This is an optimization exercise on Yosys and OpenROAD, whose aim is small area, a short achievable clock period and few clock cycles per item, not a production implementation. The RTL was checked by simulation tests, not by an equivalence proof against the original design.

==> v37: inputs <==
// lfo_wave_generator
module lfo_wave_generator #(
  parameter int MAX_PERIOD = lfo_pkg::MaxPeriodDef,
  parameter int LEVEL_BITS = lfo_pkg::LevelBitsDef
) (
  input  logic                        clk_i,
  input  logic                        rst_ni,
  input  logic                        cfg_we_i,
  input  logic [0:0]                  cfg_idx_i,
  input  logic [12:0]                 cfg_data_i,
  input  logic                        in_valid_i,
  output logic                        in_ready_o,
  input  logic                        restart_i,
  output logic                        out_valid_o,
  input  logic                        out_ready_i,
  output logic [LEVEL_BITS-1:0]       level_o,
  output logic [$clog2(MAX_PERIOD)-1:0] position_o
);
  localparam logic [30:0] One = lfo_pkg::One;
  logic        wave_q;
  logic [12:0] per_q;
  logic [12:0] per_wr;
  always_comb begin
    if (cfg_data_i == 13'd0) per_wr = 13'd1;
    else if (cfg_data_i > 13'd4096) per_wr = 13'd4096;
    else per_wr = cfg_data_i;
  end
  always_ff @(posedge clk_i or negedge rst_ni) begin
    if (!rst_ni) begin
      wave_q <= 1'b0;
      per_q  <= lfo_pkg::PeriodRst;
    end else if (cfg_we_i) begin
      if (cfg_idx_i == 1'b0) wave_q <= cfg_data_i[0];
      else per_q <= per_wr;
    end
  end
  logic [11:0] pos_q;
  logic        dirty_q;           
  logic        take;
  logic        pos_ge;
  logic [12:0] pos_p1;
  logic [11:0] nx_pos, nx_zero, tick_i;
  logic        rs_eff;
  assign pos_ge  = {1'b0, pos_q} >= per_q;
  assign pos_p1  = {1'b0, pos_q} + 13'd1;
  assign nx_pos  = (pos_p1 >= per_q) ? 12'd0 : pos_p1[11:0];
  assign nx_zero = (per_q == 13'd1) ? 12'd0 : 12'd1;
  assign rs_eff  = restart_i | pos_ge;
  assign tick_i  = rs_eff ? 12'd0 : pos_q;
  logic        tv_q;
  logic [11:0] ti_q;
  logic        tinit_q;
  logic [12:0] tp_q;
  logic        tw_q;
  logic        launch, t_start, t_go, adv;
  assign in_ready_o = !tv_q | t_go;
  assign take       = in_valid_i & in_ready_o;
  always_ff @(posedge clk_i or negedge rst_ni) begin
    if (!rst_ni) begin
      pos_q   <= '0;
      dirty_q <= 1'b1;
    end else begin
      if (take) pos_q <= rs_eff ? nx_zero : nx_pos;
      if (cfg_we_i) dirty_q <= 1'b1;
      else if (take || launch) dirty_q <= 1'b0;
    end
  end
  logic [31:0] acc_q, inc_q;
  ...
Settings: LEC_CHECK=0, CAP_MARGIN=20, CORE_MARGIN=2, CORE_UTILIZATION=40, SETUP_SLACK_MARGIN=5, SLEW_MARGIN=20; clock period 11.0 ns.
run.sh (not shown) runs the stock make flow with config.mk's settings and CLKGATE_MAP_FILE= SYNTH_SCRIPT=/design/flow/synth_recipe.tcl, a recipe that flattens the netlist after the stock synthesis.
==> inputs of v17, as changes to v37 <==
--- a/flow/design.v
+++ b/flow/design.v
@@ -845,13 +845,14 @@
 endmodule
 module lfo_mac1 (
   input logic [23:0] a,
   input logic [23:0] b,
   input logic [30:0] k,
   input logic f,
-  output logic [53:22] y
+  output logic [54:21] y0,
+  output logic [54:21] y1
 );
   logic [24:0] bx;
   assign bx = {{1{b[23]}}, b, 1'b0};
   logic [24:0] p0;
   logic n0;
   logic g0;
@@ -1385,14 +1386,14 @@
   assign t374 = (k[28] ^ f) & 1'b1;
   assign t375 = (k[29] ^ f) ^ 1'b1;
   assign t376 = (k[29] ^ f) & 1'b1;
   logic [54:21] r0, r1, s;
   assign r0 = {f, f, (k[30] ^ f), t374, t372, t370, t368, t366, t364, t362, t360, t358, t356, t354, t352, t350, t348, t346, t344, t342, t340, t338, t336, t334, t332, t330, t328, t326, t324, t322, t320, t318, t316, t265};
   assign r1 = {1'b0, 1'b0, t376, t375, t373, t371, t369, t367, t365, t363, t361, t359, t357, t355, t353, t351, t349, t347, t345, t343, t341, t339, t337, t335, t333, t331, t329, t327, t325, t323, t321, t319, t317, t315};
-  assign s = r0 + r1;
-  assign y = s[53:22];
+  assign y0 = r0;
+  assign y1 = r1;
 endmodule
 `timescale 1ns / 1ps
 module lfo_wave_generator #(
   parameter int MAX_PERIOD = lfo_pkg::MaxPeriodDef,
   parameter int LEVEL_BITS = lfo_pkg::LevelBitsDef
 ) (
@@ -1439,26 +1440,23 @@
   assign nx_pos  = (pos_p1 >= per_q) ? 12'd0 : pos_p1[11:0];
   assign nx_zero = (per_q == 13'd1) ? 12'd0 : 12'd1;
   assign rs_eff  = restart_i | pos_ge;
   assign tick_i  = rs_eff ? 12'd0 : pos_q;
   logic        tv_q;
   logic [11:0] ti_q;
-  logic        tinit_q;
-  logic [12:0] tp_q;
-  logic        tw_q;
-  logic        launch, t_start, t_go, adv;
+  logic        launch, t_go, adv;
   assign in_ready_o = !tv_q | t_go;
   assign take       = in_valid_i & in_ready_o;
   always_ff @(posedge clk_i or negedge rst_ni) begin
     if (!rst_ni) begin
       pos_q   <= '0;
       dirty_q <= 1'b1;
     end else begin
       if (take) pos_q <= rs_eff ? nx_zero : nx_pos;
       if (cfg_we_i) dirty_q <= 1'b1;
-      else if (take || launch) dirty_q <= 1'b0;
+      else if (launch) dirty_q <= 1'b0;
     end
   end
   logic [31:0] acc_q, inc_q;
   logic [11:0] rem_q, rinc_q;
   logic [12:0] pd_q;              
   logic        md_q;              
@@ -1471,15 +1469,15 @@
   logic [11:0] src_i, ht, mt, hmt;
   logic [12:0] src_p, den0;
   logic        src_w;
   logic [11:0] remA0, remB0;
   logic [31:0] numA0, numB0;
   always_comb begin
-    src_i = launch ? (pos_ge ? 12'd0 : pos_q) : ti_q;
-    src_p = launch ? per_q : tp_q;
-    src_w = launch ? wave_q : tw_q;
+    src_i = pos_ge ? 12'd0 : pos_q;
+    src_p = per_q;
+    src_w = wave_q;
     ht    = src_p[12:1];
     mt    = (src_i <= ht) ? src_i : 12'((ht << 1) - src_i);
     hmt   = ht - mt;
     if (!src_w) begin
       remA0 = src_i;
       numA0 = {20'd0, ht};
@@ -1528,44 +1526,33 @@
     sum0   = a_sel + incx;
     sum1   = a_sel + incx + 32'd1;
     acc_n  = cin ? sum1 : sum0;
     if (tri_up) rem_n = bw ? d_sub2[11:0] : d_sub[11:0];
     else rem_n = cy ? d_add[11:0] : s_add[11:0];
   end
-  assign launch  = dirty_q & !tv_q;
-  assign t_start = tv_q & tinit_q & !div_busy_q;
-  assign t_go    = tv_q & !tinit_q & !div_busy_q & adv;
+  assign launch  = dirty_q & (!tv_q | t_go);
+  assign t_go    = tv_q & !div_busy_q & adv;
   always_ff @(posedge clk_i or negedge rst_ni) begin
     if (!rst_ni) begin
       tv_q       <= 1'b0;
-      tinit_q    <= 1'b0;
       div_busy_q <= 1'b0;
       div_cnt_q  <= '0;
     end else begin
-      if (!tv_q || t_go) begin
-        tv_q    <= take;
-        tinit_q <= dirty_q & !launch;
-      end else if (t_start) begin
-        tinit_q <= 1'b0;
-      end
-      if (t_start || launch) begin
+      if (!tv_q || t_go) tv_q <= take;
+      if (launch) begin
         div_busy_q <= 1'b1;
         div_cnt_q  <= src_w ? 3'd3 : 3'd7;
       end else if (div_busy_q) begin
         div_cnt_q <= div_cnt_q - 3'd1;
         if (div_cnt_q == 3'd0) div_busy_q <= 1'b0;
       end
     end
   end
   always_ff @(posedge clk_i) begin
-    if (!tv_q || t_go) begin
-      ti_q <= tick_i;
-      tp_q <= per_q;
-      tw_q <= wave_q;
-    end
-    if (t_start || launch) begin
+    if (!tv_q || t_go) ti_q <= tick_i;
+    if (launch) begin
       pd_q   <= src_p;
       md_q   <= src_w;
       den_q  <= den0;
       den3_q <= {2'b0, den0} + {1'b0, den0, 1'b0};
       acc_q  <= numA0;
       rem_q  <= remA0;
@@ -1578,111 +1565,126 @@
       rinc_q <= remB1;
     end else if (t_go) begin
       acc_q <= acc_n;
       rem_q <= rem_n;
     end
   end
-  logic        v2_q, v3_q, v4_q;
-  logic        m2_q, m3_q, m4_q;
-  logic [11:0] i2_q, i3_q, i4_q;
+  logic        v1_q, v2_q, v3_q, v4_q;
+  logic        m1_q, m2_q, m3_q, m4_q;
+  logic        z1_q, z2_q, z3_q, z4_q;   
+  logic [31:0] x1_q;
+  logic [7:0]  k3_q;
+  logic [15:0] k2_q;
   logic [22:0] k1_q;
   logic [30:0] k0_q;
   logic [1:0]  q2_q, q3_q, q4_q;
   logic        f3_q;              
   logic [29:0] u2_q, u3_q;
   logic [16:0] w2_q;
   logic [23:0] w1_q;
-  logic [31:0] c4_q;               
+  logic [54:21] ca4_q, cb4_q;     
+  logic [5:0]  j0, j2, j3;
   logic [29:0] up1;
   logic [23:0] bv1, bv2, bv3;
-  logic [5:0]  j2, j3;
   logic [16:0] w2_n;
   logic [23:0] w1_n;
-  logic [31:0] c_n;
-  assign up1 = a_sel[30] ? ~a_sel[29:0] : a_sel[29:0];
+  logic [54:21] ca_n, cb_n;
+  assign j0  = a_sel[30] ? ~a_sel[29:24] : a_sel[29:24];
+  assign up1 = x1_q[30] ? ~x1_q[29:0] : x1_q[29:0];
   assign bv1 = {~up1[23], up1[22:0]};
   assign bv2 = {~u2_q[23], u2_q[22:0]};
   assign bv3 = {~u3_q[23], u3_q[22:0]};
   assign j2  = u2_q[29:24] ^ {6{q2_q[0]}};
   assign j3  = u3_q[29:24] ^ {6{q3_q[0]}};
-  lfo_mac3 u_mac3 (.a({1'b0, lfo_pkg::rom_q3(up1[29:24])}), .b(bv1[23:13]),
-                   .k(lfo_pkg::rom_q2(up1[29:24])), .y(w2_n));
+  lfo_mac3 u_mac3 (.a({1'b0, k3_q}), .b(bv1[23:13]), .k(k2_q), .y(w2_n));
   lfo_mac2 u_mac2 (.a(w2_q), .b(bv2[23:8]), .k(k1_q), .y(w1_n));
-  lfo_mac1 u_mac1 (.a(w1_q), .b(bv3), .k(k0_q), .f(f3_q), .y(c_n));
+  lfo_mac1 u_mac1 (.a(w1_q), .b(bv3), .k(k0_q), .f(f3_q), .y0(ca_n), .y1(cb_n));
+  logic [54:21] c4s;
+  logic [31:0] v4;
   logic [15:0] r4;
   logic        amb4;
   logic        slow_done_q;
   logic [32:0] sl_b_q;            
   logic [15:0] lvl4;
   logic        slow_stall, push;
   logic        o0v_q;
   logic [15:0] o0l_q;
   logic [11:0] o0p_q;
   always_comb begin
-    r4   = c4_q[15:0];
+    c4s  = ca4_q + cb4_q;
+    v4   = c4s[53:22];
+    r4   = v4[15:0];
     amb4 = (r4 <= 16'(lfo_pkg::AmbLo)) || (r4 >= 16'(lfo_pkg::AmbHi));
-    lvl4 = (m4_q || slow_done_q) ? sl_b_q[15:0] : c4_q[31:16];
+    lvl4 = (m4_q || slow_done_q) ? sl_b_q[15:0] : v4[31:16];
   end
   assign slow_stall = v4_q & !m4_q & amb4 & !slow_done_q;
   assign adv        = (!o0v_q | out_ready_i) & !slow_stall;
   assign push       = v4_q & adv;
   always_ff @(posedge clk_i or negedge rst_ni) begin
     if (!rst_ni) begin
+      v1_q <= 1'b0;
       v2_q <= 1'b0;
       v3_q <= 1'b0;
       v4_q <= 1'b0;
     end else if (adv) begin
-      v2_q <= t_go;
+      v1_q <= t_go;
+      v2_q <= v1_q;
       v3_q <= v2_q;
       v4_q <= v3_q;
     end
   end
   always_ff @(posedge clk_i) begin
     if (adv) begin
-      m2_q <= md_q;
-      i2_q <= ti_q;
-      q2_q <= a_sel[31:30];
-      u2_q <= md_q ? {14'd0, a_sel[15:0]} : {a_sel[29:24], up1[23:0]};
+      m1_q <= md_q;
+      z1_q <= (ti_q == 12'd0);
+      x1_q <= a_sel;
+      k3_q <= lfo_pkg::rom_q3(j0);
+      k2_q <= lfo_pkg::rom_q2(j0);
+      m2_q <= m1_q;
+      z2_q <= z1_q;
+      q2_q <= x1_q[31:30];
+      u2_q <= m1_q ? {14'd0, x1_q[15:0]} : {x1_q[29:24], up1[23:0]};
       w2_q <= w2_n;
       k1_q <= lfo_pkg::rom_q1(up1[29:24]);
       m3_q <= m2_q;
-      i3_q <= i2_q;
+      z3_q <= z2_q;
       q3_q <= q2_q;
       f3_q <= q2_q[1] ^ q2_q[0];
       u3_q <= u2_q;
       w1_q <= w1_n;
       k0_q <= lfo_pkg::rom_q0(j2);
       m4_q <= m3_q;
-      i4_q <= i3_q;
+      z4_q <= z3_q;
       q4_q <= q3_q;
-      c4_q <= c_n;
+      ca4_q <= ca_n;
+      cb4_q <= cb_n;
     end
   end
   always_ff @(posedge clk_i or negedge rst_ni) begin
     if (!rst_ni) begin
       o0v_q <= 1'b0;
     end else if (!o0v_q || out_ready_i) begin
       o0v_q <= push;
     end
   end
   always_ff @(posedge clk_i) begin
     if (adv) begin
       o0l_q <= lvl4;
-      o0p_q <= i4_q;
+      if (push) o0p_q <= z4_q ? 12'd0 : o0p_q + 12'd1;
     end
   end
   assign out_valid_o = o0v_q;
   assign level_o     = o0l_q;
   assign position_o  = o0p_q;
   logic [2:0]  sl_ph_q;           
   logic [4:0]  sl_cnt_q;
   logic [3:0]  sl_k_q;
   logic [31:0] sl_a_q;
   logic [33:0] sl_acc_q;
   logic [33:0] sl_aop;
-  logic [35:0] sl_a3, sl_pp, sl_sum;
+  logic [35:0] sl_p1, sl_p2, sl_cs, sl_cc, sl_sum;
   logic [30:0] sl_term, sl_t, sl_u;
   logic [31:0] sl_v;
   logic [5:0]  sl_sh;
   logic [32:0] sl_rc;
   always_comb begin
     sl_u  = {1'b0, j3, u3_q[23:0]} + {30'd0, q3_q[0]};
@@ -1691,20 +1693,17 @@
     case (sl_ph_q)
       3'd1:    sl_aop = {1'b0, lfo_pkg::TwoPi};
       3'd2:    sl_aop = {sl_a_q[31:0], 2'b0};
       3'd3:    sl_aop = {sl_a_q[31:0], 2'b0};
       default: sl_aop = sl_sh[0] ? {sl_rc, 1'b0} : {1'b0, sl_rc};
     endcase
-    sl_a3 = {2'b0, sl_aop} + {1'b0, sl_aop, 1'b0};
-    case (sl_b_q[1:0])
-      2'd0:    sl_pp = '0;
-      2'd1:    sl_pp = {2'b0, sl_aop};
-      2'd2:    sl_pp = {1'b0, sl_aop, 1'b0};
-      default: sl_pp = sl_a3;
-    endcase
-    sl_sum  = {2'b0, sl_acc_q} + sl_pp;
+    sl_p1  = sl_b_q[0] ? {2'b0, sl_aop} : 36'd0;
+    sl_p2  = sl_b_q[1] ? {1'b0, sl_aop, 1'b0} : 36'd0;
+    sl_cs  = {2'b0, sl_acc_q} ^ sl_p1 ^ sl_p2;
+    sl_cc  = ({2'b0, sl_acc_q} & sl_p1) | ({2'b0, sl_acc_q} & sl_p2) | (sl_p1 & sl_p2);
+    sl_sum = sl_cs + {sl_cc[34:0], 1'b0};
     sl_term = (sl_acc_q > 34'(One)) ? One : sl_acc_q[30:0];
     sl_t    = One - sl_term;
     sl_v    = ((q4_q[1] ^ q4_q[0]) ? {1'b0, sl_term} : ~{1'b0, sl_term})
               + ((q4_q[1] ^ q4_q[0]) ? 32'h0000_8000 : 32'h8000_8001);
   end
   always_ff @(posedge clk_i or negedge rst_ni) begin
==> summary.txt <==
| item | v37 | v17 |
|---|---|---|
| Clock Latency Late Sink | 0.72 ns | 0.71 ns |
| Final clock-cell share | 2.986% | 3.690% |
| Number of placed instances, taps included | 10.05k | 9,845 |
| Global routing met1 resource utilization | 35.66% | 33.82% |
| Data buffer area share | 9.411% | 4.474% |
| Status | finished clean | finished clean |
| Share of cell area taken by multi-input logic gates | 61.92% | 61.70% |
| Hold wc startpoint | u2_q[0] | u2_q[7] |
| DR vias/cell | 6.091 | 5.958 |
| Peak fanout along the critical path | 8 | 5 |
| Post-Synthesis Net Count | 9,027 | 8,840 |
| Summed area of non-filler cells in the final layout | 0.08380 mm² | 0.07691 mm² |
| Antenna violations before repair | 10 | 5 |
| Non-filler cells in the finished layout | 10.82k | 10.24k |
| Layout area overhead | 23.44% | 13.29% |
| Crit. path cell count | 28 | 14 |
Testbench counts of v37, summed over its fixed seeds: cycles 2,989, items 1,818.
Testbench counts of v17, summed over its fixed seeds: cycles 2,997, items 1,818.

==> re-timing with driven ports <==
Ports are ideal in the flow. The routed layouts listed here were re-timed in OpenROAD. Step 1: set_driving_cell puts a clkbuf_16 on clk_i and a buf_2 on each other input, an assumption about the parent block. Step 2, shift: input delay + t, output delay - t, t = (earliest + latest rising clock arrival at the registers) / 2. This alone moves slack from input paths to output paths. Slacks: ideal / step 1 / step 2; pairs: ideal / step 1.
| run | t, ns | setup WS [ns] | hold WS [ns] | slew at the worst register clock pin (ns) | worst data-port slew with drivers (ns) |
|---|---|---|---|---|---|
| v37 | 0.768 | 4.137 / 4.137 / 4.137 | 0.412 / 0.412 / 0.412 | 0.07 / 0.07 | 0.03 |
| v17 | 0.762 | 4.415 / 4.330 / 5.022 | 0.418 / 0.418 / 0.418 | 0.07 / 0.07 | 0.10 |
After both steps setup and hold are still met in every run listed.
